Context: an optimization exercise on an open-source flow, tuned for small area, a short achievable clock period and few clock cycles. The choices shown serve that exercise and are no tape-out recipe.
The RTL was checked by simulation tests, not by an equivalence proof against the original design.
No activity file was given, so power comes from the tool's default toggle rates.

==> design/flow/design.v <==
`default_nettype none
package rmedf_pkg;
  localparam int TASKS  = 8;
  localparam int SLOT_W = 3;
  localparam int NS_W   = 4;
  localparam int ID_W   = 4;
  localparam int TICK_W = 16;
  localparam int VAL_W  = 16;
  localparam int CNT_W  = 16;
  localparam int DL_W   = TICK_W + 1;
  localparam int OUT_W  = 32;
  localparam int ADDR_W = 4;
  localparam int DATA_W = 32;
  localparam logic [ID_W-1:0] NONE_ID = 4'd8;
  localparam logic [1:0] OP_LOAD   = 2'd0;
  localparam logic [1:0] OP_TICK   = 2'd1;
  localparam logic [1:0] OP_FINISH = 2'd2;
  localparam logic [2:0] TAG_IDLE = 3'd0;
  localparam logic [2:0] TAG_FIN  = 3'd1;
  localparam logic [2:0] TAG_LOST = 3'd2;
  localparam logic [2:0] TAG_PRE  = 3'd3;
  localparam logic [2:0] TAG_CUT  = 3'd4;
  localparam logic [15:0] SLIMIT_RESET = 16'd4096;
  function automatic logic le18(input logic [17:0] a, input logic [17:0] b);
    logic [31:0] lt, eq;
    lt = '0;
    eq = '1;
    for (int k = 0; k < 18; k++) begin
      lt[k] = ~a[k] & b[k];
      eq[k] = ~(a[k] ^ b[k]);
    end
    for (int w = 16; w >= 1; w = w / 2) begin
      for (int k = 0; k < w; k++) begin
        lt[k] = lt[2*k+1] | (eq[2*k+1] & lt[2*k]);
        eq[k] = eq[2*k+1] & eq[2*k];
      end
    end
    le18 = lt[0] | eq[0];
  endfunction
endpackage
`default_nettype wire
`default_nettype none
module rmedf_mod (
  input  wire logic        clk,
  input  wire logic        rst_n,
  input  wire logic        start,
  input  wire logic [15:0] dividend,
  input  wire logic [15:0] divisor,
  output logic             done,
  output logic [15:0]      rem
);
  logic [15:0] rem_r;
  logic [15:0] div_r;
  logic [3:0]  cnt_r;
  logic        run_r;
  logic        done_r;
  logic [16:0] trial;
  logic [16:0] diff;
  assign trial = {rem_r, dividend[~cnt_r]};
  assign diff  = trial - {1'b0, div_r};
  always_ff @(posedge clk) begin
    if (!rst_n) begin
      run_r  <= 1'b0;
      done_r <= 1'b0;
    end else begin
      done_r <= run_r && (cnt_r == 4'd15);
      if (start) run_r <= 1'b1;
      else if (cnt_r == 4'd15) run_r <= 1'b0;
    end
  end
  always_ff @(posedge clk) begin
    if (start) begin
      cnt_r <= '0;
      rem_r <= '0;
      div_r <= divisor;
    end else if (run_r) begin
      cnt_r <= cnt_r + 1'b1;
      rem_r <= diff[16] ? trial[15:0] : diff[15:0];
    end
  end
  assign done = done_r;
  assign rem  = rem_r;
endmodule
`default_nettype wire
`default_nettype none
module rmedf_slot (
  input  wire logic        clk,
  input  wire logic        in_n,        
  input  wire logic        policy,      
  input  wire logic        in_n_d,      
  input  wire logic        policy_d,
  input  wire logic        wrap,        
  input  wire logic        own,         
  input  wire logic [15:0] own_rem,     
  input  wire logic        own_rz0,     
  input  wire logic        own_rz1,     
  input  wire logic [15:0] done_bus,    
  input  wire logic        clr,         
  input  wire logic        act_clr,     
  input  wire logic        tick_en,
  input  wire logic        ld_en,
  input  wire logic [15:0] ld_per,
  input  wire logic [15:0] ld_bur,
  input  wire logic [15:0] ld_dl,
  input  wire logic        ph_wr,
  input  wire logic [15:0] ph_val,
  input  wire logic        ph_val0,     
  input  wire logic        fin_en,
  input  wire logic        kill_wr,
  input  wire logic [15:0] kill_bus,
  output logic [17:0]      key,
  output logic             elig,
  output logic             fin,         
  output logic             lst,         
  output logic [15:0]      rem_q,
  output logic             kf,
  output logic [15:0]      done,
  output logic [15:0]      lost,
  output logic [15:0]      killed
);
  logic [15:0] per, bur, dl;
  logic [15:0] phase, rem;
  logic [17:0] rdl;
  logic        active;
  logic        pnz_r, bz_r, b1_r, ph0_r, rz0_r, rz1_r, rdz_r;
  logic        rel, remz, dlhit, active1;
  logic [17:0] key_r, rdl_d, kx_d;
  logic [15:0] per_d, dl_d;
  logic        rel_r, pnz_d, ph0_d, rel_d;
  logic [15:0] ph_inc, rem_e;
  logic [17:0] rdl1;
  assign rel     = rel_r;
  assign ph_inc  = phase + 16'd1;
  assign remz    = own ? rz1_r : rz0_r;
  assign rem_e   = own ? own_rem : rem;
  assign fin     = own && remz;
  assign dlhit   = in_n && active && !remz && rdz_r;
  assign lst     = !fin && dlhit;
  assign active1 = rel || (active && !fin && !dlhit);
  assign rdl1    = rel ? {2'b00, dl} : rdl;
  assign key     = key_r;
  assign per_d = ld_en ? ld_per : per;
  assign dl_d  = ld_en ? ld_dl : dl;
  assign pnz_d = ld_en ? (ld_per != '0) : pnz_r;
  assign ph0_d = ph_wr ? ph_val0
               : (tick_en && pnz_r) ? (wrap || (ph_inc == per) || (ph_inc == '0)) : ph0_r;
  assign rdl_d = tick_en ? rdl1 + (wrap ? 18'h0FFFF : 18'h3FFFF) : rdl;
  assign rel_d = in_n_d && pnz_d && ph0_d;
  assign kx_d  = rel_d ? {2'b00, dl_d} : rdl_d;
  always_ff @(posedge clk) begin
    rel_r <= rel_d;
    key_r <= policy_d ? {~kx_d[17], kx_d[16:0]} : {2'b10, per_d};
  end
  assign elig    = in_n && active1 && (rel ? !bz_r : !remz);
  assign rem_q   = rem;
  always_ff @(posedge clk) begin
    if (ld_en) begin
      per   <= ld_per;
      bur   <= ld_bur;
      dl    <= ld_dl;
      pnz_r <= (ld_per != '0);
      bz_r  <= (ld_bur == '0);
      b1_r  <= (ld_bur == 16'd1);
    end
  end
  always_ff @(posedge clk) begin
    if (ph_wr) begin
      phase <= ph_val;
    end else if (tick_en && pnz_r) begin
      phase <= (wrap || (ph_inc == per)) ? 16'd0 : ph_inc;
    end
  end
  always_ff @(posedge clk) begin
    if (tick_en) begin
      rem   <= rel ? bur : rem_e;
      rz0_r <= rel ? bz_r : (own ? own_rz0 : rz0_r);
      rz1_r <= rel ? b1_r : (own ? own_rz1 : rz1_r);
      rdz_r <= wrap ? (rdl1 == 18'h30001) : (rdl1 == 18'h00001);
    end
  end
  always_ff @(posedge clk) begin
    ph0_r <= ph0_d;
    rdl   <= rdl_d;
  end
  always_ff @(posedge clk) begin
    if (act_clr) active <= 1'b0;
    else if (tick_en) active <= active1;
  end
  always_ff @(posedge clk) begin
    if (fin_en) kf <= in_n && active && !remz;
  end
  always_ff @(posedge clk) begin
    if (clr || (tick_en && fin)) done <= done_bus;
    if (clr || kill_wr) killed <= kill_bus;
    if (clr) lost <= '0;
    else if (tick_en && lst) lost <= lost + 16'd1;
  end
endmodule
`default_nettype wire
`default_nettype none
module rm_edf_tick_scheduler (
  input  wire logic                          clk,
  input  wire logic                          rst_n,
  input  wire logic                          start,
  output logic                               busy,
  input  wire logic [1:0]                    in_operation,
  input  wire logic [rmedf_pkg::SLOT_W-1:0]  in_task_index,
  input  wire logic [rmedf_pkg::VAL_W-1:0]   in_period,
  input  wire logic [rmedf_pkg::VAL_W-1:0]   in_burst,
  input  wire logic [rmedf_pkg::VAL_W-1:0]   in_deadline,
  output logic                               out_valid,
  output logic                               out_kind,
  output logic [rmedf_pkg::ID_W-1:0]         out_task_id,
  output logic                               out_seg_valid,
  output logic [rmedf_pkg::ID_W-1:0]         out_seg_task,
  output logic [rmedf_pkg::OUT_W-1:0]        out_seg_start,
  output logic [rmedf_pkg::OUT_W-1:0]        out_seg_end,
  output logic [2:0]                         out_seg_tag,
  output logic                               out_trace_full,
  output logic [rmedf_pkg::OUT_W-1:0]        out_count_complete,
  output logic [rmedf_pkg::OUT_W-1:0]        out_count_lost,
  output logic [rmedf_pkg::OUT_W-1:0]        out_count_killed,
  output logic                               out_last,
  input  wire logic                          psel,
  input  wire logic                          penable,
  input  wire logic                          pwrite,
  input  wire logic [rmedf_pkg::ADDR_W-1:0]  paddr,
  input  wire logic [rmedf_pkg::DATA_W-1:0]  pwdata,
  output logic [rmedf_pkg::DATA_W-1:0]       prdata,
  output logic                               pready
);
  localparam logic [3:0] NONE_ID = rmedf_pkg::NONE_ID;
  logic        policy_r;
  logic [3:0]  tcount_r;
  logic [15:0] slimit_r;
  logic        cfg_wr;
  logic        policy_d;
  logic [7:0]  in_n_d;
  logic [15:0] tick_r;
  logic [3:0]  owner_r;
  logic [15:0] since_r;
  logic [15:0] segcnt_r;
  logic        segp_r;        
  logic        chgp_r;        
  logic [7:0]  in_n_r;        
  logic        ldm_r;         
  logic [2:0]  ldslot_r;
  logic        fpend_r;       
  logic        tot_r;         
  logic [2:0]  ts_r;          
  logic        ov_r;
  logic [3:0]  id_r;
  logic        sv_r;
  logic [3:0]  stask_r;
  logic [15:0] sstart_r;
  logic [15:0] send_r;
  logic [2:0]  stag_r;
  logic        full_r;
  logic        last_r;
  logic [15:0] cc_r, cl_r, ck_r;
  logic        accept, do_tick, do_load, do_fin, acc_t, acc_f;
  logic        ptick_r, pfin_r;    
  logic [3:0]  nfin_r;             
  logic [7:0]  cpend_r;            
  logic        cpend_go, clr_any;
  logic [3:0]  n_eff;
  logic        tick0;
  logic        mod_done;
  logic [15:0] mod_rem;
  assign accept  = start && !busy;
  assign do_load = accept && (in_operation == rmedf_pkg::OP_LOAD);
  assign acc_t   = accept && (in_operation == rmedf_pkg::OP_TICK);
  assign acc_f   = accept && (in_operation == rmedf_pkg::OP_FINISH);
  assign do_tick = (acc_t || ptick_r) && !fpend_r;
  assign do_fin  = (acc_f || pfin_r) && !fpend_r;
  assign busy    = ldm_r || ptick_r || pfin_r;
  assign cpend_go = tot_r && !fpend_r;
  assign clr_any  = !rst_n || (do_load && !fpend_r) || (cpend_go && (cpend_r != '0));
  assign n_eff   = tcount_r[3] ? 4'd8 : tcount_r;
  assign tick0   = (tick_r == '0);
  assign pready = 1'b1;
  assign cfg_wr = psel && penable && pwrite;
  always_comb begin
    policy_d = policy_r;
    in_n_d   = in_n_r;
    if (!rst_n) begin
      policy_d = 1'b0;
      in_n_d   = '0;
    end else if (cfg_wr && (paddr[3:2] == 2'd0)) begin
      policy_d = pwdata[0];
    end else if (cfg_wr && (paddr[3:2] == 2'd1)) begin
      for (int i = 0; i < 8; i++) in_n_d[i] = (i < (pwdata[3] ? 8 : int'(pwdata[2:0])));
    end
  end
  always_ff @(posedge clk) begin
    if (!rst_n) begin
      policy_r <= 1'b0;
      tcount_r <= '0;
      in_n_r   <= '0;
      slimit_r <= rmedf_pkg::SLIMIT_RESET;
    end else if (cfg_wr) begin
      case (paddr[3:2])
        2'd0: policy_r <= pwdata[0];
        2'd1: begin
          tcount_r <= pwdata[3:0];
          for (int i = 0; i < 8; i++) in_n_r[i] <= (i < (pwdata[3] ? 8 : int'(pwdata[2:0])));
        end
        2'd2: slimit_r <= pwdata[15:0];
        default: ;
      endcase
    end
  end
  logic [15:0] prd_r;
  always_ff @(posedge clk) begin
    if (psel && !penable) begin
      case (paddr[3:2])
        2'd0:    prd_r <= {15'd0, policy_r};
        2'd1:    prd_r <= {12'd0, tcount_r};
        2'd2:    prd_r <= slimit_r;
        default: prd_r <= '0;
      endcase
    end
  end
  assign prdata = {16'd0, prd_r};
  rmedf_mod u_mod (
    .clk      (clk),
    .rst_n    (rst_n),
    .start    (do_load && !tick0),
    .dividend (tick_r),
    .divisor  (in_period),
    .done     (mod_done),
    .rem      (mod_rem)
  );
  logic [17:0] key  [8];
  logic [7:0]  elig, fin, lst, kf, win, own, in_n;
  logic [15:0] rem_c  [8];
  logic [15:0] done_c [8];
  logic [15:0] lost_c [8];
  logic [15:0] kill_c [8];
  logic [15:0] own_rem, done_bus, kill_bus;
  logic [2:0]  csel;
  logic [15:0] done_s;
  logic        ph_wr_any;
  logic [2:0]  ph_slot;
  logic        wrap;
  assign ph_wr_any = (do_load && tick0) || mod_done;
  assign ph_slot   = mod_done ? ldslot_r : in_task_index;
  assign wrap      = (tick_r == 16'hFFFF);
  assign own_rem  = rem_c[owner_r[2:0]] - 16'd1;
  assign csel     = fpend_r ? kw : owner_r[2:0];
  assign done_s   = done_c[csel];
  assign done_bus = clr_any ? 16'd0 : done_s + 16'd1;
  for (genvar i = 0; i < 8; i++) begin : g_slot
    assign in_n[i] = in_n_r[i];
    assign own[i]  = (owner_r == 4'(i));
    rmedf_slot u_slot (
      .clk      (clk),
      .in_n     (in_n[i]),
      .policy   (policy_r),
      .in_n_d   (in_n_d[i]),
      .policy_d (policy_d),
      .wrap     (wrap),
      .own      (own[i]),
      .own_rem  (own_rem),
      .own_rz0  (own_rem == 16'd0),
      .own_rz1  (own_rem == 16'd1),
      .done_bus (done_bus),
      .clr      (!rst_n || (do_load && !fpend_r && (in_task_index == 3'(i)))
                 || (cpend_go && cpend_r[i])),
      .act_clr  (!rst_n || do_fin),
      .tick_en  (do_tick),
      .ld_en    (do_load && (in_task_index == 3'(i))),
      .ld_per   (in_period),
      .ld_bur   (in_burst),
      .ld_dl    (in_deadline),
      .ph_wr    (do_fin || (ph_wr_any && (ph_slot == 3'(i)))),
      .ph_val   (mod_done ? mod_rem : 16'd0),
      .ph_val0  (!mod_done || (mod_rem == 16'd0)),
      .fin_en   (do_fin),
      .kill_wr  (fpend_r && (kw == 3'(i))),
      .kill_bus (kill_bus),
      .key      (key[i]),
      .elig     (elig[i]),
      .fin      (fin[i]),
      .lst      (lst[i]),
      .rem_q    (rem_c[i]),
      .kf       (kf[i]),
      .done     (done_c[i]),
      .lost     (lost_c[i]),
      .killed   (kill_c[i])
    );
  end
  logic [7:0] le [8];
  logic [3:0] best;
  logic       none_w;
  always_comb begin
    for (int i = 0; i < 8; i++) le[i] = '0;
    for (int i = 0; i < 8; i++)
      for (int j = i + 1; j < 8; j++)
        le[i][j] = rmedf_pkg::le18(key[i], key[j]);
    for (int i = 0; i < 8; i++) begin
      win[i] = elig[i];
      for (int j = 0; j < 8; j++) begin
        if (j < i) win[i] = win[i] && (!elig[j] || !le[j][i]);
        if (j > i) win[i] = win[i] && (!elig[j] || le[i][j]);
      end
    end
    none_w  = (elig == '0);
    best[3] = none_w;
    best[2] = win[4] | win[5] | win[6] | win[7];
    best[1] = win[2] | win[3] | win[6] | win[7];
    best[0] = win[1] | win[3] | win[5] | win[7];
  end
  logic        own_fin, own_lost, same, chg, s_ok, seg_room;
  logic [2:0]  s_tag;
  logic        full_n;
  assign own_fin  = |(fin & own);
  assign own_lost = |(lst & own);
  assign same     = |(own & win) || (none_w && (owner_r == NONE_ID));
  logic chg_t, s_ok_t, s_ok_f;
  assign chg_t    = own_fin || own_lost || !same;
  assign chg      = do_fin || chg_t;
  logic [15:0] since_a, tick_m1;
  logic [16:0] seg1, seg2;
  logic        late_ok;
  assign tick_m1  = tick_r - 16'd1;
  assign since_a  = chgp_r ? tick_m1 : since_r;
  assign seg1     = {1'b0, segcnt_r} + 17'd1;
  assign seg2     = {1'b0, segcnt_r} + 17'd2;
  assign seg_room = segp_r ? (seg1 < {1'b0, slimit_r}) : (segcnt_r < slimit_r);
  assign late_ok  = chgp_r ? (tick_r != '0) : (tick_r > since_r);
  assign s_ok_t   = chg_t && late_ok && seg_room;
  assign s_ok_f   = late_ok && seg_room;
  assign s_ok     = do_fin ? s_ok_f : s_ok_t;
  assign full_n   = s_ok ? (segp_r ? (seg2 == {1'b0, slimit_r}) : (seg1 == {1'b0, slimit_r}))
                         : !seg_room;
  always_comb begin
    if (do_fin)        s_tag = (owner_r != NONE_ID) ? rmedf_pkg::TAG_CUT : rmedf_pkg::TAG_IDLE;
    else if (own_fin)  s_tag = rmedf_pkg::TAG_FIN;
    else if (own_lost) s_tag = rmedf_pkg::TAG_LOST;
    else               s_tag = (owner_r != NONE_ID) ? rmedf_pkg::TAG_PRE : rmedf_pkg::TAG_IDLE;
  end
  logic [2:0]  tsn, kw;
  logic [15:0] kill_s;
  logic        kf_s;
  assign kw       = tot_r ? tsn : 3'd0;
  assign kill_s   = kill_c[kw];
  assign kf_s     = kf[kw];
  assign kill_bus = clr_any ? 16'd0 : kill_s + {15'd0, kf_s};
  assign tsn      = ts_r + 3'd1;
  always_ff @(posedge clk) begin
    if (!rst_n) begin
      tick_r   <= '0;
      owner_r  <= NONE_ID;
      since_r  <= '0;
      segcnt_r <= '0;
      chgp_r   <= 1'b0;
      segp_r   <= 1'b0;
      ldm_r    <= 1'b0;
      fpend_r  <= 1'b0;
      ptick_r  <= 1'b0;
      pfin_r   <= 1'b0;
      cpend_r  <= '0;
      tot_r    <= 1'b0;
      ov_r     <= 1'b0;
    end else begin
      if (do_load && !tick0) ldm_r <= 1'b1;
      else if (mod_done)     ldm_r <= 1'b0;
      if (do_tick) begin
        tick_r   <= tick_r + 16'd1;
        owner_r  <= best;
        since_r  <= since_a;
        chgp_r   <= chg;
        if (segp_r) segcnt_r <= seg1[15:0];
        segp_r   <= s_ok;
      end else if (do_fin) begin
        tick_r   <= '0;
        owner_r  <= NONE_ID;
        since_r  <= '0;
        segcnt_r <= '0;
        chgp_r   <= 1'b0;
        segp_r   <= 1'b0;
      end
      ov_r <= do_tick || do_fin || fpend_r;
      ptick_r <= fpend_r && (ptick_r || acc_t);
      pfin_r  <= fpend_r && (pfin_r || acc_f);
      if (fpend_r) begin
        if (do_load) cpend_r[in_task_index] <= 1'b1;
      end else begin
        cpend_r <= '0;
      end
      if (do_fin) begin
        fpend_r <= (n_eff != '0);
        tot_r   <= 1'b0;
      end else if (fpend_r) begin
        tot_r   <= 1'b1;
        fpend_r <= !({1'b0, kw} + 4'd1 == nfin_r);
      end else begin
        tot_r   <= 1'b0;
      end
    end
  end
  always_ff @(posedge clk) begin
    if (do_load && !tick0) ldslot_r <= in_task_index;
    if (do_fin) nfin_r <= n_eff;
    if (fpend_r) begin
      ts_r <= kw;
      cc_r <= done_s;
      cl_r <= lost_c[kw];
      ck_r <= kill_bus;
    end
    if (do_tick || do_fin) begin
      id_r     <= do_fin ? NONE_ID : best;
      sv_r     <= s_ok;
      stask_r  <= owner_r;
      sstart_r <= since_a;
      send_r   <= tick_r;
      stag_r   <= s_tag;
      full_r   <= full_n;
      last_r   <= do_tick || (n_eff == '0);
    end else if (fpend_r) begin
      id_r     <= {1'b0, tot_r ? tsn : 3'd0};
      sv_r     <= 1'b0;
      last_r   <= ({1'b0, kw} + 4'd1 == nfin_r);
    end
  end
  assign out_valid          = ov_r;
  assign out_kind           = tot_r;
  assign out_task_id        = id_r;
  assign out_seg_valid      = sv_r;
  assign out_seg_task       = sv_r ? stask_r : NONE_ID;
  assign out_seg_start      = {16'd0, sv_r ? sstart_r : 16'd0};
  assign out_seg_end        = {16'd0, sv_r ? send_r : 16'd0};
  assign out_seg_tag        = sv_r ? stag_r : rmedf_pkg::TAG_IDLE;
  assign out_trace_full     = full_r;
  assign out_count_complete = {16'd0, tot_r ? cc_r : 16'd0};
  assign out_count_lost     = {16'd0, tot_r ? cl_r : 16'd0};
  assign out_count_killed   = {16'd0, tot_r ? ck_r : 16'd0};
  assign out_last           = last_r;
endmodule
`default_nettype wire
==> design/flow/flow/run.sh <==
#!/bin/bash
set -euo pipefail
bash standard.sh SETUP_SLACK_MARGIN=6 finish > standard_make.log 2>&1
==> design/flow/standard.sh <==
#!/bin/bash
# synth_recipe.tcl (not shown) runs the flow's synth.tcl, then flattens the netlist and writes it again
# the make line also repeats each setting of config.mk as NAME=value (left out here)
make -C /OpenROAD-flow-scripts/flow DESIGN_CONFIG=/design/flow/config.mk WORK_HOME=/design/flow/orfs CLKGATE_MAP_FILE= SYNTH_SCRIPT=/design/flow/synth_recipe.tcl "${@:-finish}"
==> design/flow/config.mk <==
export PLATFORM = sky130hd
export DESIGN_NAME = rm_edf_tick_scheduler
export DESIGN_NICKNAME = rm_edf_tick_scheduler
export VERILOG_FILES = /design/flow/design.v
export SDC_FILE = /design/flow/constraint.sdc
export NUM_CORES = 4
export LEC_CHECK = 0
export CAP_MARGIN = 20
export CORE_MARGIN = 2
export CORE_UTILIZATION = 40
export CTS_BUF_LIST = sky130_fd_sc_hd__clkbuf_8
export SETUP_SLACK_MARGIN = 5
export SLEW_MARGIN = 20
==> design/flow/constraint.sdc <==
create_clock -name core_clock -period 10.0 [get_ports {clk}]
set_input_delay 2.0000 -clock core_clock [delete_from_list [all_inputs] [get_ports {clk}]]
set_output_delay 2.0000 -clock core_clock [all_outputs]
set_load 0.01 [all_outputs]
==> flow_summary_export.csv, run 1 <==
group,metric,value,unit
yosys,synth_top_area_share,26.9,%
clocking,cts_tree,"done",
clocking,clk_latency,1.07,ns
setup_path,r2r_end,"stag_r[0]$_SDFFCE_PP0N_",
timing,rsz0062_at_grt,"true",
yosys,synth.avg_cell_area,10.0,um^2
min_path,worstHoldEndpoint,"g_slot[1].u_slot.rdl[16]$_DFF_P_",
routing,drcViolationCount,0,
clocking,root_buffer,"clkbuf_8",
global_routing,grt_usage,27.4,%
timing,setup_tns,0,ns
routing,postRouteAntennaNets,0,
cells_and_area,fill_cells,21000,
run_status,status,"finished clean",
yosys,synth.area.top_cells,"edfxtp_1 (27%), dfxtp_1 (18%), ha_1 (8.6%), mux2_2 (5.0%), nor2_1 (3.3%)",
floorplanning,die_h,483,um
flow_run,maxCapViolCount,0,
timing,drv_slew,0,
setup_path,cp_slowest_stage_delay,0.40,ns
global_routing,antenna_found_initial,33,
clocking,cts_sinks,1646,
setup_path,r2r-start,"owner_r[1]$_SDFFE_PN0N_",
placed_design,gp_congestion,0.959,
yosys,syn_area,0.0919,mm^2
global_routing,grt_max_degree,153,
yosys,yosysWarnings,10,
placed_design,dp_hpwl,227,mm
yosys,synth-seq-cells,1646,
placed_design,portBuffers,189,
setup_path,crit_start,"tot_r$_SDFF_PP0_",
power,vdd_drop_max,146,uV
clocking,cts_buffers,309,
floorplanning,initial_utilization,40.3,%
floorplanning,rows,175,
setup_path,cp_max_fo,6,
power,power_density,191,mW/mm^2
setup_path,crit_chain,"buf_6, buf_6, buf_12, buf_16, and2_4, buf_6",
min_path,hold_depth,2,
routing,wl,339,mm
setup_path,cp.required,8.00,ns
cells_and_area,drive_gt1_share,17.6,%
timing,fmax,237,MHz
routing,drtIter0Drc,7917,
routing,dr.pass1.iters,8,
power,p_leak,41.7,nW
cells_and_area,final_common_cell,"edfxtp_1",
routing,wire_per_inst,26.5,um
setup_path,crit_type,"reg2out",
routing,routed-via-count,75800,
setup_path,arrival,2.21,ns
yosys,async_reset_ff_share,0,%
yosys,synth_cell_types,96,
min_path,hold_path.class,"reg2reg",
timing,finalHoldViolCount,0,
clocking,clockBufferDepth,4,
floorplanning,die_w,483,um
floorplanning,io_pins,305,
clocking,ctsHoldBuffers,0,
setup_path,cp_slowest_cell,"dfxtp_4",
yosys,synth_edf_count,824,
global_routing,gr-total-overflow,0,
routing,viasPerCell,5.92,
global_routing,first_global_vias,72000,
timing,slew_headroom,15.6,%
placed_design,dp_slack,3.08,ns
min_path,min-delay-start,"g_slot[1].u_slot.rdl[16]$_DFF_P_",
timing,worst_pin_slew,1.26,ns
timing,finalWorstSetupSlack,5.79,ns
floorplanning,core,0.228,mm^2
cells_and_area,multi_input_area,0.0497,mm^2
cells_and_area,regArea,0.0413,mm^2
yosys,yosysTopAreaCell,"edfxtp_1",
cells_and_area,syn_to_final_growth,17.1,%
cells_and_area,finalNetCount,10300,
timing,post-route-min-period,4.21,ns
setup_path,r2r_slack,5.93,ns
yosys,synth_ff_type,"edfxtp_1",
timing,fin_worst_skew,0.121,ns
setup_path,cp-start-kind,"flip-flop",
timing,post-route-period-util,42.1,%
floorplanning,fp.dieArea,0.234,mm^2
yosys,ys_seq_area_share,44.9,%
timing,setup_viol,0,
clocking,cts.clk_slew.worst_paths,0.07,ns
setup_path,r2r_cells,9,
setup_path,crit_top_cell,"buf_6",
global_routing,grt_pass1_wl,479,mm
setup_path,cp-end-kind,"output port",
yosys,syn_inst,9189,
clocking,cts_max_level,5,
cells_and_area,final_cell_mix,"edfxtp_1 (824), nand2_1 (785), dfxtp_1 (779)",
## cells in the mapped netlist (41+ instances only)
cell type,count
a211oi_1,108
a21o_1,51
a21oi_1,501
a22oi_1,137
a31oi_1,60
and2_1,162
and3_1,102
buf_1,41
buf_4,99
clkbuf_1,372
dfxtp_1,822
edfxtp_1,824
ha_1,633
inv_1,305
mux2_2,406
mux2i_1,210
nand2_1,799
nand2b_1,48
nand3_1,198
nand4_1,129
nor2_1,810
nor2b_1,73
nor3_1,199
nor3b_1,41
nor4_1,71
o211ai_1,64
o21a_1,46
o21ai_0,480
o22ai_1,47
o31ai_1,125
or3_1,72
xnor2_1,249
xor2_1,282
## state kept, by name, summed over array words and instances (netlist names), 128 cells and up
signal                count
g_slot.u_slot.key_r     144
g_slot.u_slot.bur       128
g_slot.u_slot.phase     128
g_slot.u_slot.dl        128
g_slot.u_slot.rdl       144
g_slot.u_slot.per       128
g_slot.u_slot.rem       128
g_slot.u_slot.done      128
g_slot.u_slot.killed    128
g_slot.u_slot.lost      128
## layout make-up
class                      count  area share [%]
inverter                     316            1.18
clock inverter               190           0.988
clock buffer                 349            4.47
multi-input combinational   6779            46.2
timing repair buffer         496            5.14
tap                         3009            3.50
sequential                  1646            38.4
timing repair inverter         8          0.0570
antenna                       14          0.0326
## through the flow
step | cells | utilization, % | power (mW) | hold slack, ns | instance area (um^2)
after floorplan | 9284 | - | 12.0 | 0.403 | 92900
after CTS | 12700 | 46.1 | 20.4 | 0.463 | 105000
final | 12800 | 47.2 | 20.6 | 0.466 | 108000
after detailed placement | 12000 | 42.5 | 13.9 | 0.453 | 96800
after global placement | 12000 | 42.5 | 13.6 | 0.455 | 96800
after global routing | 12800 | 47.2 | 21.5 | 0.499 | 108000
## per-layer routing
| metal | global-route usage, % | share of wire, % | up-vias |
|---|---|---|---|
| li1 | - | - | 34300 |
| met1 | 37.5 | 43 | 37300 |
| met2 | 42.1 | 44 | 3449 |
| met3 | 4.20 | 8.0 | 725 |
| met4 | 14.0 | 5.3 | 4 |
| met5 | 0 | 0.0080 | - |
## critical path, delay by kind of cell, from the launching register on
kind / cells / cell delay (ns)
flops: 1 / 0.40
simple gates: 1 / 0.14
buf+inv: 5 / 0.60
## power by group
| group | internal [mW] | switching [mW] | leakage [nW] | total (mW) |
|---|---|---|---|---|
| Combinational | 2.20 | 3.19 | 23.7 | 5.39 |
| Clock | 3.44 | 2.99 | 3.38 | 6.43 |
| Sequential | 7.85 | 0.906 | 14.6 | 8.76 |
| Total | 13.5 | 7.08 | 41.7 | 20.6 |
## how the worst max path moves through the flow
stage,endpoint,slack [ns],depth (start not counted)
2_1_floorplan,owner_r[3]$_SDFFE_PN1N_,5.84,10
3_3_place_gp,owner_r[3]$_SDFFE_PN1N_,3.25,8
3_5_place_dp,id_r[1]$_DFFE_PP_,3.08,7
4_1_cts,out_count_lost[12],5.64,6
5_1_grt,out_seg_start[15],5.70,6
6_report,out_count_lost[14],5.79,6
## what timing repair did
| action | in CTS | in global routing |
|---|---|---|
| cloned | 31 | 17 |
| setup buffers | 73 | 83 |
| resized for setup | 706 | 369 |
| setup endpoints to repair | 1559 | 705 |
| pin swaps | 26 | 50 |
## logic make-up (layout without fill, tap and decap cells)
logic type,count (synthesis),in the layout,share of synthesized area [%]
and+or+nand+nor,2868,2873,15.0
xor gates and xnor gates,576,577,6.17
adders and majority gates,634,634,8.64
other,2,111,0.00818
DFF,1646,1646,44.9
AOI/OAI and AO/OA,1963,1970,13.7
buffers and inverters,872,1359,4.05
muxes,628,628,7.56
Testbench counts, summed over its fixed seeds: cycles 6,919.
==> inputs of run 2 (changes only) <==
--- a/design/flow/config.mk
+++ b/design/flow/config.mk
@@ -9,5 +9,4 @@
 export CORE_MARGIN = 2
 export CORE_UTILIZATION = 40
-export CTS_BUF_LIST = sky130_fd_sc_hd__clkbuf_8
 export SETUP_SLACK_MARGIN = 5
 export SLEW_MARGIN = 20
==> flow_summary_export.csv, run 2 <==
group,metric,value,unit
yosys,ys_seq_area_share,44.9,%
timing,setup_viol,0,
clocking,clockBufferDepth,3,
floorplanning,rows,175,
floorplanning,die_h,483,um
routing,drcViolationCount,0,
yosys,yosysWarnings,10,
routing,wl,339,mm
yosys,async_reset_ff_share,0,%
min_path,worstHoldEndpoint,"g_slot[1].u_slot.rdl[16]$_DFF_P_",
timing,worst_pin_slew,1.27,ns
routing,highest_layer,"met5",
routing,dr.pass1.iters,6,
timing,rsz0062_at_grt,"true",
routing,drtIter0Drc,7772,
yosys,synth_top_area_share,26.9,%
setup_path,crit_chain,"buf_12, and2_1, clkdlybuf4s50_1",
clocking,cts.clk_slew.worst_paths,0.06,ns
timing,fmax,241,MHz
yosys,synth_common_cells,"edfxtp_1 (824), dfxtp_1 (822), nor2_1 (810)",
floorplanning,io_pins,305,
min_path,min-delay-start,"g_slot[1].u_slot.rdl[16]$_DFF_P_",
power,vdd_drop_max,179,uV
yosys,yosysTopAreaCell,"edfxtp_1",
timing,post-route-period-util,41.6,%
floorplanning,fp.dieArea,0.234,mm^2
placed_design,gp_congestion,0.959,
global_routing,first_global_vias,71600,
placed_design,portBuffers,189,
placed_design,dp_hpwl,227,mm
cells_and_area,finalNetCount,10200,
setup_path,r2r_slack,6.01,ns
run_status,status,"finished clean",
global_routing,grt_pass1_wl,483,mm
cells_and_area,final_common_cell,"edfxtp_1",
clocking,cts_max_level,4,
routing,routed-via-count,75200,
yosys,synth_ff_type,"edfxtp_1",
setup_path,crit_type,"reg2out",
cells_and_area,instances_no_fill,12600,
floorplanning,initial_utilization,40.3,%
routing,wire_per_inst,26.8,um
power,p_leak,41.4,nW
routing,viasPerCell,5.95,
power,total_power,21.2,mW
setup_path,cp.buffers_inverters,2,
yosys,synth.most_common_cell,"edfxtp_1",
cells_and_area,final_cell_mix,"edfxtp_1 (824), nand2_1 (785), dfxtp_1 (780)",
power,power_density,195,mW/mm^2
placed_design,placed_cells,12000,
cells_and_area,fin_area,0.109,mm^2
setup_path,cp.required,8.00,ns
yosys,synth.avg_cell_area,10.0,um^2
clocking,root_buffer,"clkbuf_16",
cells_and_area,top_regs,"g_slot.u_slot.key_r: 144 flops, g_slot.u_slot.rdl: 144 flops",
global_routing,gr-total-overflow,0,
global_routing,grt_usage,27.7,%
floorplanning,core,0.228,mm^2
yosys,syn_inst,9189,
clocking,cts_buffers,179,
min_path,hold_path.class,"reg2reg",
timing,setup_tns,0,ns
yosys,synth.area.top_cells,"edfxtp_1 (27%), dfxtp_1 (18%), ha_1 (8.6%), mux2_2 (5.0%), nor2_1 (3.3%)",
yosys,syn_area,0.0919,mm^2
timing,drv_slew,0,
clocking,ctsHoldBuffers,0,
cells_and_area,syn_to_final_growth,18.2,%
placed_design,placed_cell_area,0.0968,mm^2
setup_path,arrival,2.16,ns
setup_path,cp_slowest_stage_delay,0.55,ns
routing,met3_length,28.1,mm
setup_path,cp_max_fo,25,
setup_path,r2r_end,"full_r$_DFFE_PN_",
global_routing,grt_max_degree,153,
timing,fin_worst_skew,0.0654,ns
setup_path,r2r-start,"g_slot[0].u_slot.key_r[15]$_DFF_P_",
clocking,cts_sinks,1646,
floorplanning,die_w,483,um
clocking,clk_latency,0.87,ns
yosys,synth_edf_count,824,
routing,met2_length,149,mm
yosys,synth-seq-cells,1646,
global_routing,antenna_found_initial,29,
clocking,cts_tree,"done",
timing,slew_headroom,15.1,%
setup_path,cp-end-kind,"output port",
min_path,hold_depth,2,
setup_path,cp_slowest_cell,"clkdlybuf4s50_1",
timing,finalHoldViolCount,0,
yosys,synth_cell_types,96,
routing,postRouteAntennaNets,0,
setup_path,r2r_cells,14,
setup_path,cp_top_family,"buffers and inverters",
timing,post-route-min-period,4.16,ns
setup_path,cp-start-kind,"flip-flop",
cells_and_area,drive_gt1_share,16.5,%
flow_run,maxCapViolCount,0,
routing,wl_met1,144,mm
==> run 2: cell counts after synthesis <==
Identical to the previous run, type by type.
==> run 2: cell families (layout without fill, tap and decap cells) <==
logic type,Yosys count,count (layout),share of synthesized area [%]
and+or+nand+nor,2868,2873,15.0
xor gates and xnor gates,576,577,6.17
other,2,110,0.00818
AOI/OAI and AO/OA,1963,1966,13.7
muxes,628,628,7.56
adders and majority gates,634,634,8.64
DFF,1646,1646,44.9
buffers and inverters,872,1190,4.05
==> run 2: worst register-to-register path, delay by kind of cell (launching register included) <==
| kind | cells | cell delay (ns) |
|---|---|---|
| buffers and inverters | 3 | 0.66 |
| flip-flops | 1 | 0.35 |
| AO/OA/AOI/OAI | 7 | 1.43 |
| AND/OR/NAND/NOR | 3 | 0.97 |
| adder cells (fa/ha/maj) | 1 | 0.29 |
==> run 2: timing repair <==
action	4_1_cts	5_1_grt
pin swaps	39	35
cloned	42	14
gates resized for setup	659	265
buffers inserted	101	75
endpoints found under the setup margin	1738	737
==> run 2: power by group <==
| group | switching [mW] | internal [mW] |
|---|---|---|
| clock network | 3.04 | 3.88 |
| registers | 0.904 | 7.85 |
| logic | 3.22 | 2.26 |
| total | 7.17 | 14.0 |
==> run 2: worst max-delay path by stage <==
stage                               to          startpoint  depth (start not counted)  slack [ns]
6_report               out_seg_task[2]  sv_r$_SDFFCE_PP0P_                          3        5.84
3_3_place_gp   owner_r[3]$_SDFFE_PN1N_     in_operation[0]                          8        3.25
3_5_place_dp         id_r[1]$_DFFE_PP_     in_operation[0]                          7        3.08
5_1_grt                out_seg_task[2]  sv_r$_SDFFCE_PP0P_                          3        5.75
2_1_floorplan  owner_r[3]$_SDFFE_PN1N_     in_operation[0]                         10        5.84
4_1_cts                out_seg_task[0]  sv_r$_SDFFCE_PP0P_                          3        5.77
==> run 2: final cells by class <==
type | count | area, um^2
fillers | 20800 | 119000
clock buffers | 227 | 4940
flip-flops and latches | 1646 | 41300
diodes | 13 | 32.5
repair inverters | 8 | 66.3
inverters | 316 | 1280
well taps | 3009 | 3760
clock inverters | 112 | 1170
repair buffers | 527 | 5990
multi-input cells | 6775 | 50000
==> run 2: per-layer routing <==
layer	track usage, %	up-vias
met5	0	-
li1	-	34100
met3	4.42	655
met2	42.5	3287
met4	13.6	10
met1	38.0	37200
==> run 2: through the flow <==
stage	setup slack [ns]	utilization, %	hold WS [ns]
floorplan	5.84	-	0.403
global route	5.75	47.6	0.499
global placement	3.25	42.5	0.455
finish	5.84	47.6	0.471
CTS	5.77	46.7	0.463
detailed placement	3.08	42.5	0.453
==> inputs of run 3 (changes only) <==
--- a/design/flow/config.mk
+++ b/design/flow/config.mk
@@ -8,5 +8,7 @@
 export CAP_MARGIN = 20
 export CORE_MARGIN = 2
-export CORE_UTILIZATION = 40
+export CORE_UTILIZATION = 60
+export CTS_BUF_LIST = sky130_fd_sc_hd__clkbuf_4 sky130_fd_sc_hd__clkbuf_8
+export CTS_CLUSTER_SIZE = 24
 export SETUP_SLACK_MARGIN = 5
 export SLEW_MARGIN = 20
==> flow_summary_export.csv, run 3 <==
group,metric,value,unit
clocking,cts_max_level,5,
setup_path,r2r-start,"g_slot[7].u_slot.key_r[17]$_SDFF_PN1_",
yosys,ys_seq_area_share,44.9,%
clocking,cts.clk_slew.worst_paths,0.06,ns
yosys,synth.avg_cell_area,10.0,um^2
routing,met3_length,33.4,mm
yosys,yosysTopAreaCell,"edfxtp_1",
yosys,synth_top_area_share,26.9,%
clocking,cts_tree,"done",
floorplanning,fp.dieArea,0.156,mm^2
clocking,ctsHoldBuffers,0,
power,p_leak,41.2,nW
yosys,synth_ff_type,"edfxtp_1",
timing,setup_viol,0,
timing,fin_worst_skew,0.0799,ns
floorplanning,io_pins,305,
routing,wire_per_inst,27.1,um
clocking,clk_latency,1.05,ns
setup_path,crit_type,"reg2out",
power,vdd_drop_max,178,uV
clocking,cts_buffers,294,
placed_design,portBuffers,189,
routing,wl_met1,125,mm
timing,worst_pin_slew,1.33,ns
cells_and_area,fin_util,69.8,%
routing,wl,319,mm
yosys,synth.area.top_cells,"edfxtp_1 (27%), dfxtp_1 (18%), ha_1 (8.6%), mux2_2 (5.0%), nor2_1 (3.3%)",
routing,viasPerCell,6.50,
flow_run,maxCapViolCount,0,
clocking,clockBufferDepth,4,
yosys,syn_inst,9189,
routing,drcViolationCount,0,
yosys,synth.most_common_cell,"edfxtp_1",
min_path,min-delay-start,"g_slot[1].u_slot.rdl[16]$_DFF_P_",
global_routing,grt_pass1_wl,457,mm
floorplanning,die_h,395,um
cells_and_area,final_common_cell,"edfxtp_1",
routing,dr.pass1.iters,9,
min_path,hold_path.class,"reg2reg",
yosys,synth_cell_types,96,
yosys,synth_edf_count,824,
cells_and_area,finalNetCount,10200,
global_routing,grt_max_degree,88,
cells_and_area,syn_to_final_growth,15.4,%
yosys,synth_common_cells,"edfxtp_1 (824), dfxtp_1 (822), nor2_1 (810)",
placed_design,placed_cell_area,0.0955,mm^2
setup_path,cp-end-kind,"output port",
yosys,yosysWarnings,10,
yosys,async_reset_ff_share,0,%
timing,drv_slew,0,
routing,routed-via-count,76400,
setup_path,cp_max_fo,7,
floorplanning,initial_utilization,60.5,%
setup_path,cp.required,8.00,ns
setup_path,r2r_cells,12,
power,total_power,20.5,mW
clocking,cts_sinks,1646,
min_path,hold_depth,2,
global_routing,antenna_found_initial,19,
timing,rsz0062_at_grt,"true",
timing,fmax,239,MHz
timing,post-route-min-period,4.18,ns
cells_and_area,drive_gt1_share,17.9,%
placed_design,dp_hpwl,210,mm
cells_and_area,fin_area,0.106,mm^2
floorplanning,die_w,395,um
routing,postRouteAntennaNets,0,
global_routing,first_global_vias,72500,
timing,finalHoldViolCount,0,
setup_path,arrival,2.18,ns
global_routing,grt_usage,39.0,%
floorplanning,core,0.152,mm^2
routing,highest_layer,"met5",
yosys,synth-seq-cells,1646,
power,power_density,193,mW/mm^2
setup_path,cp-start-kind,"flip-flop",
timing,slew_headroom,10.8,%
placed_design,gp_congestion,1.04,
cells_and_area,top_regs,"g_slot.u_slot.key_r: 144 flops, g_slot.u_slot.rdl: 144 flops",
timing,setup_tns,0,ns
clocking,root_buffer,"clkbuf_8",
floorplanning,rows,143,
run_status,status,"finished clean",
routing,met2_length,138,mm
yosys,syn_area,0.0919,mm^2
setup_path,r2r_end,"full_r$_DFFE_PN_",
routing,drtIter0Drc,8908,
timing,post-route-period-util,41.8,%
cells_and_area,final_cell_mix,"edfxtp_1 (824), nand2_1 (789), nor2_1 (774)",
global_routing,gr-total-overflow,0,
min_path,worstHoldEndpoint,"g_slot[1].u_slot.rdl[16]$_DFF_P_",
setup_path,r2r_slack,5.94,ns
run 3: cell types whose count changed in the layout (fill, tap and decap cells not counted), sizes merged, moves of 7 or more:
cell / change
clkinv: -15
clkinvlp: -9
dlygate4sd2: -8
inv: -7
clkdlybuf4s50: -24
buf: -39
clkbuf: +212
run 3: layout make-up:
type                            count  area, um^2
Inverter                          316        1310
Multi-Input combinational cell   6771       49600
Timing Repair inverter              9        72.6
Antenna cell                       16        40.0
Sequential cell                  1646       41300
Clock buffer                      433        5350
Fill cell                       11400       45900
Tap cell                         2030        2540
Clock inverter                     74         522
Timing Repair Buffer              458        5280
run 3: layer usage:
layer / vias to the layer above / track usage (%)
met3: 885 / 7.86
met1: 37100 / 52.0
met2: 4277 / 58.4
met5: - / 0.369
li1: 34200 / -
met4: 6 / 24.2
run 3: logic make-up after synthesis:
logic type	count (synthesis)	synth area share (%)
AOI/OAI and AO/OA	1963	13.7
DFF	1646	44.9
muxes	628	7.56
xor gates and xnor gates	576	6.17
buffers and inverters	872	4.05
and+or+nand+nor	2868	15.0
other	2	0.00818
adders and majority gates	634	8.64
run 3: critical path: stages, from the launching register on:
cell     delay, ns
dfxtp_4       0.37
buf_12        0.14
buf_12        0.14
buf_12        0.13
buf_16        0.14
and2_4        0.15
buf_6         0.11
run 3: how the worst max path moves through the flow:
stage,startpoint,to,slack [ns],cells past startpoint
4_1_cts,tot_r$_SDFF_PP0_,out_count_lost[10],5.75,4
3_5_place_dp,in_operation[0],id_r[1]$_DFFE_PP_,3.16,9
5_1_grt,tot_r$_SDFF_PP0_,out_count_complete[11],5.77,5
2_1_floorplan,in_operation[0],owner_r[3]$_SDFFE_PN1N_,5.84,10
3_3_place_gp,in_operation[0],owner_r[3]$_SDFFE_PN1N_,3.24,10
6_report,tot_r$_SDFF_PP0_,out_count_killed[1],5.82,6
run 3: repair_timing:
action	4_1_cts	5_1_grt
gates cloned	32	17
endpoints found under the setup margin	1551	545
buffers inserted	77	54
resized for setup	707	333
pin swaps	19	33
run 3: through the flow:
step / cells / setup WS, ns / hold WS, ns
6_report: 11800 / 5.82 / 0.476
5_1_grt: 11700 / 5.77 / 0.497
4_1_cts: 11700 / 5.75 / 0.471
3_5_place_dp: 11100 / 3.16 / 0.462
3_3_place_gp: 11100 / 3.24 / 0.447
2_1_floorplan: 9284 / 5.84 / 0.403
run 3: report_power, final:
group | internal [mW] | switching [mW]
combinational | 2.20 | 3.11
clock | 3.57 | 2.84
sequential | 7.85 | 0.902
total | 13.6 | 6.85
==> inputs of run 4 (changes only) <==
--- a/design/flow/config.mk
+++ b/design/flow/config.mk
@@ -8,7 +8,7 @@
 export CAP_MARGIN = 20
 export CORE_MARGIN = 2
-export CORE_UTILIZATION = 60
-export CTS_BUF_LIST = sky130_fd_sc_hd__clkbuf_4 sky130_fd_sc_hd__clkbuf_8
-export CTS_CLUSTER_SIZE = 24
+export CORE_UTILIZATION = 65
+export CTS_BUF_LIST = sky130_fd_sc_hd__clkbuf_8
+export CTS_CLUSTER_SIZE = 30
 export SETUP_SLACK_MARGIN = 5
 export SLEW_MARGIN = 20
==> flow_summary_export.csv, run 4 <==
group,metric,value,unit
cells_and_area,fin_util,75.2,%
setup_path,arrival,2.13,ns
placed_design,gp_congestion,0.993,
routing,wire_per_inst,27.4,um
setup_path,cp.buffers_inverters,4,
global_routing,grt_usage,41.9,%
setup_path,cp_slowest_stage_delay,0.44,ns
floorplanning,die_w,380,um
yosys,syn_inst,9189,
floorplanning,io_pins,305,
timing,fmax,242,MHz
yosys,synth_ff_type,"edfxtp_1",
setup_path,cp.required,8.00,ns
power,total_power,20.2,mW
min_path,hold_path.class,"reg2reg",
cells_and_area,top_regs,"g_slot.u_slot.key_r: 144 flops, g_slot.u_slot.rdl: 144 flops",
timing,setup_viol,0,
global_routing,grt_util_met3,10.6,%
timing,setup_tns,0,ns
routing,postRouteAntennaNets,0,
placed_design,portBuffers,189,
timing,worst_pin_slew,1.24,ns
setup_path,cp-start-kind,"flip-flop",
yosys,async_reset_ff_share,0,%
clocking,cts_sinks,1646,
run_status,status,"finished clean",
clocking,ctsHoldBuffers,0,
clocking,root_buffer,"clkbuf_8",
routing,routed-via-count,77100,
timing,post-route-period-util,41.3,%
yosys,synth_top_area_share,26.9,%
setup_path,cp_top_family,"buffers and inverters",
clocking,clk_latency,1.06,ns
setup_path,crit_type,"reg2out",
floorplanning,fp.dieArea,0.144,mm^2
cells_and_area,syn_to_final_growth,14.5,%
cells_and_area,drive_gt1_share,17.0,%
yosys,synth.area.top_cells,"edfxtp_1 (27%), dfxtp_1 (18%), ha_1 (8.6%), mux2_2 (5.0%), nor2_1 (3.3%)",
routing,dr.pass1.iters,7,
setup_path,crit_chain,"buf_12, buf_8, buf_16, and2_4, buf_6",
cells_and_area,final_cell_mix,"edfxtp_1 (824), nand2_1 (785), nor2_1 (779)",
timing,holdWs,0.479,ns
timing,drv_slew,0,
power,vdd_drop_max,201,uV
clocking,cts.clk_slew.worst_paths,0.05,ns
placed_design,dp_hpwl,207,mm
floorplanning,initial_utilization,65.7,%
yosys,yosysTopAreaCell,"edfxtp_1",
setup_path,cp_slowest_cell,"dfxtp_4",
cells_and_area,finalNetCount,10200,
timing,rsz0062_at_grt,"true",
timing,slew_headroom,17.3,%
yosys,yosysWarnings,10,
timing,finalHoldViolCount,0,
routing,wl,317,mm
power,p_leak,41.3,nW
yosys,syn_area,0.0919,mm^2
floorplanning,core,0.140,mm^2
yosys,synth_common_cells,"edfxtp_1 (824), dfxtp_1 (822), nor2_1 (810)",
setup_path,cp-end-kind,"output port",
yosys,synth.avg_cell_area,10.0,um^2
yosys,synth_cell_types,96,
global_routing,antenna_found_initial,21,
global_routing,globalRouteMet2Util,62.4,%
clocking,cts_max_level,5,
clocking,clockBufferDepth,4,
global_routing,grt_pass1_wl,455,mm
yosys,ys_seq_area_share,44.9,%
floorplanning,die_h,380,um
global_routing,busiest_layer,"met2",
yosys,synth_edf_count,824,
global_routing,grt_max_degree,100,
global_routing,first_global_vias,73200,
global_routing,grt_use_met1,54.8,%
yosys,synth.most_common_cell,"edfxtp_1",
routing,drcViolationCount,0,
routing,drtIter0Drc,9566,
cells_and_area,fill_cells,9692,
global_routing,gr-total-overflow,0,
timing,post-route-min-period,4.13,ns
setup_path,r2r_slack,5.92,ns
routing,viasPerCell,6.66,
clocking,cts_buffers,292,
yosys,synth-seq-cells,1646,
setup_path,cp_max_fo,6,
timing,fin_worst_skew,0.0822,ns
cells_and_area,final_common_cell,"edfxtp_1",
clocking,cts_tree,"done",
floorplanning,rows,137,
power,power_density,192,mW/mm^2
flow_run,maxCapViolCount,0,
[run 4: cell counts after synthesis]
Identical to the previous run, type by type.
[run 4: layout make-up]
| class | instances | area (um^2) | area share (%) |
|---|---|---|---|
| multi-input cells | 6770 | 49400 | 47.0 |
| flip-flops and latches | 1646 | 41300 | 39.3 |
| repair buffers | 451 | 5220 | 4.96 |
| clock buffers | 331 | 4560 | 4.33 |
| well taps | 1876 | 2350 | 2.23 |
| inverters | 316 | 1310 | 1.25 |
| clock inverters | 170 | 931 | 0.885 |
| repair inverters | 7 | 61.3 | 0.0583 |
| diodes | 11 | 27.5 | 0.0262 |
[run 4: path summary, 6_finish.rpt]
kind / from / endpoint / depth (start not counted)
hold / removal: g_slot[1].u_slot.pnz_r$_DFF_P_ / g_slot[1].u_slot.pnz_r$_DFF_P_ / 2
hold reg to reg: g_slot[1].u_slot.pnz_r$_DFF_P_ / g_slot[1].u_slot.pnz_r$_DFF_P_ / 2
setup / recovery: tot_r$_SDFF_PP0_ / out_count_killed[0] / 5
setup reg to reg: g_slot[0].u_slot.key_r[12]$_DFF_P_ / full_r$_DFFE_PN_ / 13
[run 4: power by group]
| part | internal (mW) | total (mW) | switching (mW) |
|---|---|---|---|
| registers | 7.86 | 8.78 | 0.923 |
| clock network | 3.22 | 6.06 | 2.84 |
| logic | 2.24 | 5.34 | 3.10 |
| total | 13.3 | 20.2 | 6.86 |
[run 4: cells by family (layout without fill, tap and decap cells)]
group | Yosys count | after routing | share of synthesized area, %
AO/OA/AOI/OAI | 1963 | 1965 | 13.7
XOR/XNOR | 576 | 577 | 6.17
adder cells (fa/ha/maj) | 634 | 634 | 8.64
buffers and inverters | 872 | 1275 | 4.05
flip-flops | 1646 | 1646 | 44.9
multiplexers | 628 | 628 | 7.56
other | 2 | 108 | 0.00818
AND/OR/NAND/NOR | 2868 | 2869 | 15.0
[run 4: timing repair]
| action | 4_1_cts | 5_1_grt |
|---|---|---|
| buffers inserted | 59 | 57 |
| gates resized for setup | 746 | 309 |
| setup endpoints to repair | 1443 | 541 |
| pin swaps | 22 | 57 |
| cloned | 31 | 16 |
[run 4: per-layer routing]
layer	wire length, um	share of wire (%)
met1	119000	37
met2	137000	43
met3	39800	13
met4	22100	7.0
met5	0	0
[run 4: metrics by stage]
step | area (um^2) | std cells | worst slack (ns)
2_1_floorplan | 92900 | 9284 | 5.84
3_3_place_gp | 95300 | 10900 | 3.79
3_5_place_dp | 95300 | 10900 | 3.75
4_1_cts | 103000 | 11500 | 5.78
5_1_grt | 105000 | 11600 | 5.80
6_report | 105000 | 11600 | 5.87
[run 4: worst register-to-register path, cell delays in order (launching register included)]
cell and delay (ns):
dfxtp_1 0.31, inv_1 0.29, ha_1 0.42, nand4_1 0.15
nor4_1 0.45, o21ai_0 0.30, a31oi_2 0.40, o32ai_1 0.16
nor4_1 0.33, a32oi_1 0.14, o311a_1 0.19, a41oi_2 0.25
buf_4 0.26, o31ai_2 0.13
==> inputs of run 5 (changes only) <==
==> design/flow/flow/run.sh (replaced) <==
#!/bin/bash
set -euo pipefail
bash standard.sh SETUP_SLACK_MARGIN=5.8 finish > standard_make.log 2>&1
--- a/design/flow/config.mk
+++ b/design/flow/config.mk
@@ -8,7 +8,7 @@
 export CAP_MARGIN = 20
 export CORE_MARGIN = 2
-export CORE_UTILIZATION = 65
+export CORE_UTILIZATION = 55
 export CTS_BUF_LIST = sky130_fd_sc_hd__clkbuf_8
-export CTS_CLUSTER_SIZE = 30
+export CTS_CLUSTER_SIZE = 24
 export SETUP_SLACK_MARGIN = 5
 export SLEW_MARGIN = 20
==> flow_summary_export.csv, run 5 <==
group,metric,value,unit
power,p_sw,6.78,mW
routing,viasPerCell,6.28,
setup_path,r2r-start,"g_slot[5].u_slot.key_r[14]$_DFF_P_",
setup_path,cp-end-kind,"output port",
yosys,synth_ff_type,"edfxtp_1",
global_routing,grt_usage,35.6,%
floorplanning,fp.dieArea,0.170,mm^2
routing,wl,311,mm
min_path,hold_path.class,"reg2reg",
timing,fmax,224,MHz
floorplanning,core,0.165,mm^2
global_routing,first_global_vias,70000,
cells_and_area,instances_no_fill,11900,
yosys,async_reset_ff_share,0,%
power,power.clock.fraction,30.9,%
yosys,yosysTopAreaCell,"edfxtp_1",
yosys,syn_inst,9189,
yosys,yosys.area_share.xor_xnor,6.17,%
clocking,clk_latency,1.08,ns
floorplanning,die_h,413,um
placed_design,portBuffers,189,
yosys,synth_top_family_by_area,"simple AND/OR/NAND/NOR gates",
floorplanning,io_pins,305,
power,comb_power_share,25.6,%
power,p_sw_share,33.7,%
routing,drtIter0Drc,7741,
yosys,synth_top_area_share,26.9,%
cells_and_area,top_regs,"g_slot.u_slot.key_r: 144 flops, g_slot.u_slot.rdl: 144 flops",
power,p_leak,40.5,nW
yosys,synth-compound-area-share,13.7,%
clocking,cts_max_level,5,
min_path,worstHoldEndpoint,"g_slot[1].u_slot.rdl[16]$_DFF_P_",
global_routing,grt_max_degree,109,
cells_and_area,syn_to_final_growth,12.8,%
timing,fin_worst_skew,0.0758,ns
placed_design,placed_cells,11200,
placed_design,placed_cell_area,0.0958,mm^2
timing,slew_headroom,21.3,%
yosys,syn_area,0.0919,mm^2
flow_run,maxCapViolCount,0,
timing,setup_viol,0,
placed_design,dp_hpwl,216,mm
floorplanning,rows,149,
clocking,ctsHoldBuffers,0,
setup_path,cp-start-kind,"flip-flop",
yosys,synth_edf_count,824,
power,power_density,194,mW/mm^2
yosys,synth_common_cells,"edfxtp_1 (824), dfxtp_1 (822), nor2_1 (810)",
routing,met3_length,27.2,mm
setup_path,r2r_cells,12,
yosys,synthAdderAreaFrac,8.64,%
yosys,ys_seq_area_share,44.9,%
timing,setup_tns,0,ns
floorplanning,initial_utilization,55.6,%
cells_and_area,fin_area,0.104,mm^2
yosys,synth-seq-cells,1646,
routing,postRouteAntennaNets,0,
setup_path,crit_type,"reg2out",
setup_path,r2r_slack,5.82,ns
clocking,cts_buffers,301,
power,vdd_drop_max,166,uV
routing,met2_length,138,mm
timing,post-route-min-period,4.47,ns
clocking,cts.clk_slew.worst_paths,0.06,ns
yosys,yosysWarnings,10,
yosys,synthSimpleGateAreaFrac,15.0,%
yosys,synth.area.top_cells,"edfxtp_1 (27%), dfxtp_1 (18%), ha_1 (8.6%), mux2_2 (5.0%), nor2_1 (3.3%)",
global_routing,antenna_found_initial,24,
timing,holdWs,0.480,ns
routing,dr.pass1.iters,8,
yosys,synth.most_common_cell,"edfxtp_1",
cells_and_area,final_cell_mix,"edfxtp_1 (824), nand2_1 (788), dfxtp_1 (783)",
global_routing,gr-total-overflow,0,
timing,post-route-period-util,44.7,%
floorplanning,die_w,413,um
clocking,cts_sinks,1646,
yosys,synth.avg_cell_area,10.0,um^2
clocking,clockBufferDepth,4,
run_status,status,"finished clean",
setup_path,arrival,2.47,ns
yosys,synthMuxAreaShare,7.56,%
routing,wire_per_inst,26.2,um
power,p_seq_share,43.6,%
cells_and_area,finalNetCount,10200,
power,power.internal,13.3,mW
routing,routed-via-count,74500,
routing,highest_layer,"met5",
setup_path,cp.required,8.00,ns
clocking,cts_tree,"done",
timing,drv_slew,0,
timing,worst_pin_slew,1.18,ns
clocking,root_buffer,"clkbuf_8",
routing,wl_met1,130,mm
min_path,min-delay-start,"g_slot[1].u_slot.rdl[16]$_DFF_P_",
setup_path,r2r_end,"full_r$_DFFE_PN_",
cells_and_area,final_common_cell,"edfxtp_1",
timing,rsz0062_at_grt,"true",
yosys,synth_cell_types,96,
placed_design,gp_congestion,1.00,
setup_path,cp_max_fo,21,
timing,finalHoldViolCount,0,
routing,drcViolationCount,0,
cells_and_area,drive_gt1_share,14.0,%
global_routing,grt_pass1_wl,450,mm
min_path,hold_depth,2,
[run 5: worst max-delay path by stage]
stage                     start                                endpoint  slack, ns
2_1_floorplan   in_operation[0]      g_slot[1].u_slot.key_r[10]$_DFF_P_       5.79
3_3_place_gp    in_operation[1]      g_slot[3].u_slot.key_r[11]$_DFF_P_       3.84
3_5_place_dp    in_operation[1]  g_slot[1].u_slot.lost[15]$_SDFFE_PP0P_       3.78
4_1_cts        tot_r$_SDFF_PP0_                     out_count_killed[1]       5.43
5_1_grt        tot_r$_SDFF_PP0_                     out_count_killed[9]       5.45
6_report       tot_r$_SDFF_PP0_                     out_count_killed[2]       5.53
[run 5: routing by layer]
| layer | GRT usage (%) | up-vias |
|---|---|---|
| li1 | - | 34000 |
| met1 | 48.6 | 36400 |
| met2 | 55.1 | 3377 |
| met3 | 5.54 | 663 |
| met4 | 17.6 | 2 |
| met5 | 0 | - |
[run 5: kinds of logic after synthesis]
logic type | after synthesis
adders and majority gates | 634
AOI/OAI and AO/OA | 1963
xor gates and xnor gates | 576
and+or+nand+nor | 2868
muxes | 628
buffers and inverters | 872
other | 2
DFF | 1646
[run 5: cell type report]
type,count,area (um^2)
well taps,2189,2740
clock buffers,352,4840
flip-flops and latches,1646,41300
diodes,10,25.0
clock inverters,160,821
repair buffers,411,4040
fillers,13600,61700
multi-input cells,6767,48600
repair inverters,4,28.8
inverters,316,1250
[run 5: critical path, cell delays in order, from the launching register on]
cell             delay [ns]
dfxtp_4                0.48
buf_12                 0.19
and2_1                 0.17
clkdlybuf4s50_1        0.55
[run 5: through the flow]
step           util, %  total power [mW]  setup WS, ns
6_report          62.7              20.1          5.53
4_1_cts           62.2              20.0          5.43
2_1_floorplan        -              12.0          5.79
5_1_grt           62.7              21.0          5.45
3_5_place_dp      57.9              13.7          3.78
3_3_place_gp      57.9              13.5          3.84
[run 5: timing repair]
action	in CTS	in global routing
resized for setup	275	148
buffers inserted	41	34
pin swaps	9	19
gates cloned	12	2
endpoints found under the setup margin	841	612
endpoints found under the hold margin	0	0
[run 5: power by group through the flow]
stage | Combinational (mW) | Clock (mW) | Sequential (mW)
2_1_floorplan | 3.58 | 0 | 8.43
6_report | 5.14 | 6.20 | 8.75
5_1_grt | 5.67 | 6.57 | 8.80
3_3_place_gp | 4.73 | 0 | 8.82
4_1_cts | 4.99 | 6.28 | 8.71
3_5_place_dp | 4.89 | 0 | 8.84
==> inputs of run 6 (changes only) <==
==> design/flow/flow/run.sh (replaced) <==
#!/bin/bash
set -euo pipefail
bash standard.sh SETUP_SLACK_MARGIN=6 finish > standard_make.log 2>&1
==> flow_summary_export.csv, run 6 <==
group,metric,value,unit
routing,dr.pass1.iters,8,
timing,finalWorstSetupSlack,5.80,ns
power,power.internal,13.2,mW
placed_design,gp_congestion,0.988,
global_routing,antenna_found_initial,26,
setup_path,cp_max_fo,5,
routing,drcViolationCount,0,
global_routing,grt_pass1_wl,470,mm
global_routing,grt_use_met1,50.5,%
timing,post-route-period-util,42.0,%
yosys,synth-seq-cells,1646,
cells_and_area,syn_to_final_growth,15.0,%
yosys,synth.most_common_cell,"edfxtp_1",
cells_and_area,top_regs,"g_slot.u_slot.key_r: 144 flops, g_slot.u_slot.rdl: 144 flops",
floorplanning,die_h,413,um
routing,wl,328,mm
power,power_density,191,mW/mm^2
cells_and_area,drive_gt1_share,17.1,%
timing,fin_worst_skew,0.0824,ns
timing,finalHoldViolCount,0,
global_routing,busiest_layer,"met2",
clocking,cts_sinks,1646,
placed_design,portBuffers,189,
routing,viasPerCell,6.34,
floorplanning,core,0.165,mm^2
routing,drtIter0Drc,8163,
timing,fmax,238,MHz
global_routing,gr-total-overflow,0,
timing,slew_headroom,15.3,%
timing,drv_slew,0,
power,p_sw,6.90,mW
yosys,synth_top_area_share,26.9,%
yosys,syn_area,0.0919,mm^2
global_routing,first_global_vias,71900,
power,comb_power_share,26.0,%
yosys,synth_edf_count,824,
timing,setup_tns,0,ns
floorplanning,die_w,413,um
clocking,cts_buffers,298,
timing,setup_viol,0,
power,p_leak,41.5,nW
run_status,status,"finished clean",
floorplanning,rows,149,
yosys,ys_seq_area_share,44.9,%
global_routing,grt_util_met3,7.03,%
yosys,synth_cell_types,96,
clocking,root_buffer,"clkbuf_8",
clocking,clk_latency,1.08,ns
timing,worst_pin_slew,1.27,ns
yosys,yosysWarnings,10,
cells_and_area,final_cell_mix,"edfxtp_1 (824), nand2_1 (787), nor2_1 (779)",
global_routing,grt_max_degree,110,
global_routing,globalRouteMet2Util,56.7,%
power,p_sw_share,34.3,%
yosys,synth.area.top_cells,"edfxtp_1 (27%), dfxtp_1 (18%), ha_1 (8.6%), mux2_2 (5.0%), nor2_1 (3.3%)",
flow_run,maxCapViolCount,0,
floorplanning,io_pins,305,
min_path,hold_path.class,"reg2reg",
yosys,async_reset_ff_share,0,%
floorplanning,initial_utilization,55.6,%
power,vdd_drop_max,171,uV
power,power.clock.fraction,30.3,%
setup_path,cp-end-kind,"output port",
floorplanning,fp.dieArea,0.170,mm^2
clocking,cts.clk_slew.worst_paths,0.06,ns
cells_and_area,final_common_cell,"edfxtp_1",
clocking,cts_tree,"done",
clocking,cts_max_level,5,
placed_design,dp_hpwl,219,mm
clocking,clockBufferDepth,4,
timing,rsz0062_at_grt,"true",
power,total_power,20.1,mW
setup_path,cp.required,8.00,ns
setup_path,cp-start-kind,"flip-flop",
routing,routed-via-count,75600,
placed_design,dp_slack,3.78,ns
routing,postRouteAntennaNets,0,
yosys,synth.avg_cell_area,10.0,um^2
routing,wire_per_inst,27.5,um
yosys,synth_ff_type,"edfxtp_1",
cells_and_area,finalNetCount,10300,
yosys,yosysTopAreaCell,"edfxtp_1",
yosys,synth_common_cells,"edfxtp_1 (824), dfxtp_1 (822), nor2_1 (810)",
yosys,syn_inst,9189,
setup_path,crit_type,"reg2out",
clocking,ctsHoldBuffers,0,
setup_path,arrival,2.20,ns
timing,post-route-min-period,4.20,ns
power,p_seq_share,43.6,%
global_routing,grt_usage,37.4,%
## run 6: cell counts after synthesis
Identical to the previous run, type by type.
## run 6: critical path: stages (launching register included)
cell and delay [ns]:
dfxtp_4 0.40, buf_6 0.15, buf_6 0.12, buf_12 0.14, buf_16 0.14, and2_4 0.13, buf_6 0.11
## run 6: kinds of logic after synthesis
family / synth area share [%]
buffers and inverters: 4.05
xor gates and xnor gates: 6.17
adders and majority gates: 8.64
muxes: 7.56
and+or+nand+nor: 15.0
AOI/OAI and AO/OA: 13.7
other: 0.00818
DFF: 44.9
## run 6: final cells by class
class | count | area (um^2)
Fill cell | 13600 | 59700
Antenna cell | 3 | 7.51
Timing Repair Buffer | 484 | 5390
Timing Repair inverter | 6 | 45.0
Inverter | 316 | 1280
Clock inverter | 177 | 927
Multi-Input combinational cell | 6772 | 49300
Tap cell | 2189 | 2740
Clock buffer | 332 | 4570
Sequential cell | 1646 | 41300
## run 6: worst paths after layout
| path | slack, ns | cells past startpoint | start | endpoint |
|---|---|---|---|---|
| max reg2reg | 5.97 | 13 | g_slot[3].u_slot.key_r[5]$_DFF_P_ | full_r$_DFFE_PN_ |
| min reg2reg | 0.46 | 2 | g_slot[1].u_slot.rdl[16]$_DFF_P_ | g_slot[1].u_slot.rdl[16]$_DFF_P_ |
| max | 5.80 | 6 | tot_r$_SDFF_PP0_ | out_count_lost[13] |
| min | 0.46 | 2 | g_slot[1].u_slot.rdl[16]$_DFF_P_ | g_slot[1].u_slot.rdl[16]$_DFF_P_ |
## run 6: stage by stage
stage	instance area (um^2)	util, %	instances	hold WS (ns)
5_1_grt	106000	63.9	11900	0.499
2_1_floorplan	92900	-	9284	0.403
3_3_place_gp	95800	57.9	11200	0.448
4_1_cts	104000	63.0	11900	0.460
6_report	106000	63.9	11900	0.465
3_5_place_dp	95800	58.0	11200	0.451
## run 6: power groups by stage
| stage | registers (mW) | clock network [mW] | logic [mW] |
|---|---|---|---|
| 3_5_place_dp | 8.87 | 0 | 4.91 |
| 2_1_floorplan | 8.43 | 0 | 3.60 |
| 4_1_cts | 8.74 | 6.17 | 5.06 |
| 6_report | 8.79 | 6.11 | 5.24 |
| 3_3_place_gp | 8.84 | 0 | 4.74 |
| 5_1_grt | 8.84 | 6.48 | 5.77 |
## run 6: per-layer routing
layer | vias to the layer above | wire length, um | share of wire (%)
met3 | 813 | 32100 | 9.8
met5 | - | 90 | 0.027
met1 | 36800 | 134000 | 41
met4 | 14 | 20300 | 6.2
met2 | 3776 | 142000 | 43
li1 | 34300 | - | -
## run 6: repair_timing
item / CTS / global route
pin swaps: 26 / 34
setup endpoints to repair: 1221 / 706
gates cloned: 33 / 8
setup buffers: 86 / 54
resized for setup: 801 / 241

[port drivers added, routing unchanged]
The flow's constraints put no driver on any port. The routed layouts listed below were extracted and timed again, unchanged, in two steps. Step 1, drivers: a clkbuf_16 drives clk and a buf_2 each remaining input, both assumed. Step 2 moves the port delays by t, midway between the first and last clock arrival at a register: inputs arrive t later, outputs are due t later. That takes back most of the time a late clock gives input paths. Slacks: no drivers / after step 1 / after step 2; pairs: no drivers / after step 1.
| run | shift t [ns] | slack for setup (ns) | worst hold slack (ns) | worst setup path at the end | cell pins on the clock port's net |
|---|---|---|---|---|---|
| run 1 | 1.103 | 5.788 / 5.700 / 4.907 | 0.466 / 0.466 / 0.466 | input to register | 1 |
| run 2 | 0.930 | 5.843 / 5.752 / 5.115 | 0.471 / 0.471 / 0.471 | input to register | 1 |
| run 3 | 1.099 | 5.819 / 5.735 / 4.861 | 0.476 / 0.476 / 0.476 | input to register | 1 |
| run 4 | 1.101 | 5.866 / 5.782 / 4.874 | 0.479 / 0.479 / 0.479 | input to register | 1 |
| run 5 | 1.131 | 5.526 / 5.440 / 4.735 | 0.480 / 0.480 / 0.480 | input to register | 1 |
| run 6 | 1.122 | 5.801 / 5.714 / 4.885 | 0.465 / 0.465 / 0.465 | input to register | 1 |
After both steps every run listed still meets setup and hold. For run 4, which loses most, drivers alone change the setup slack by -0.084 ns; drivers and shift together by -0.992 ns.
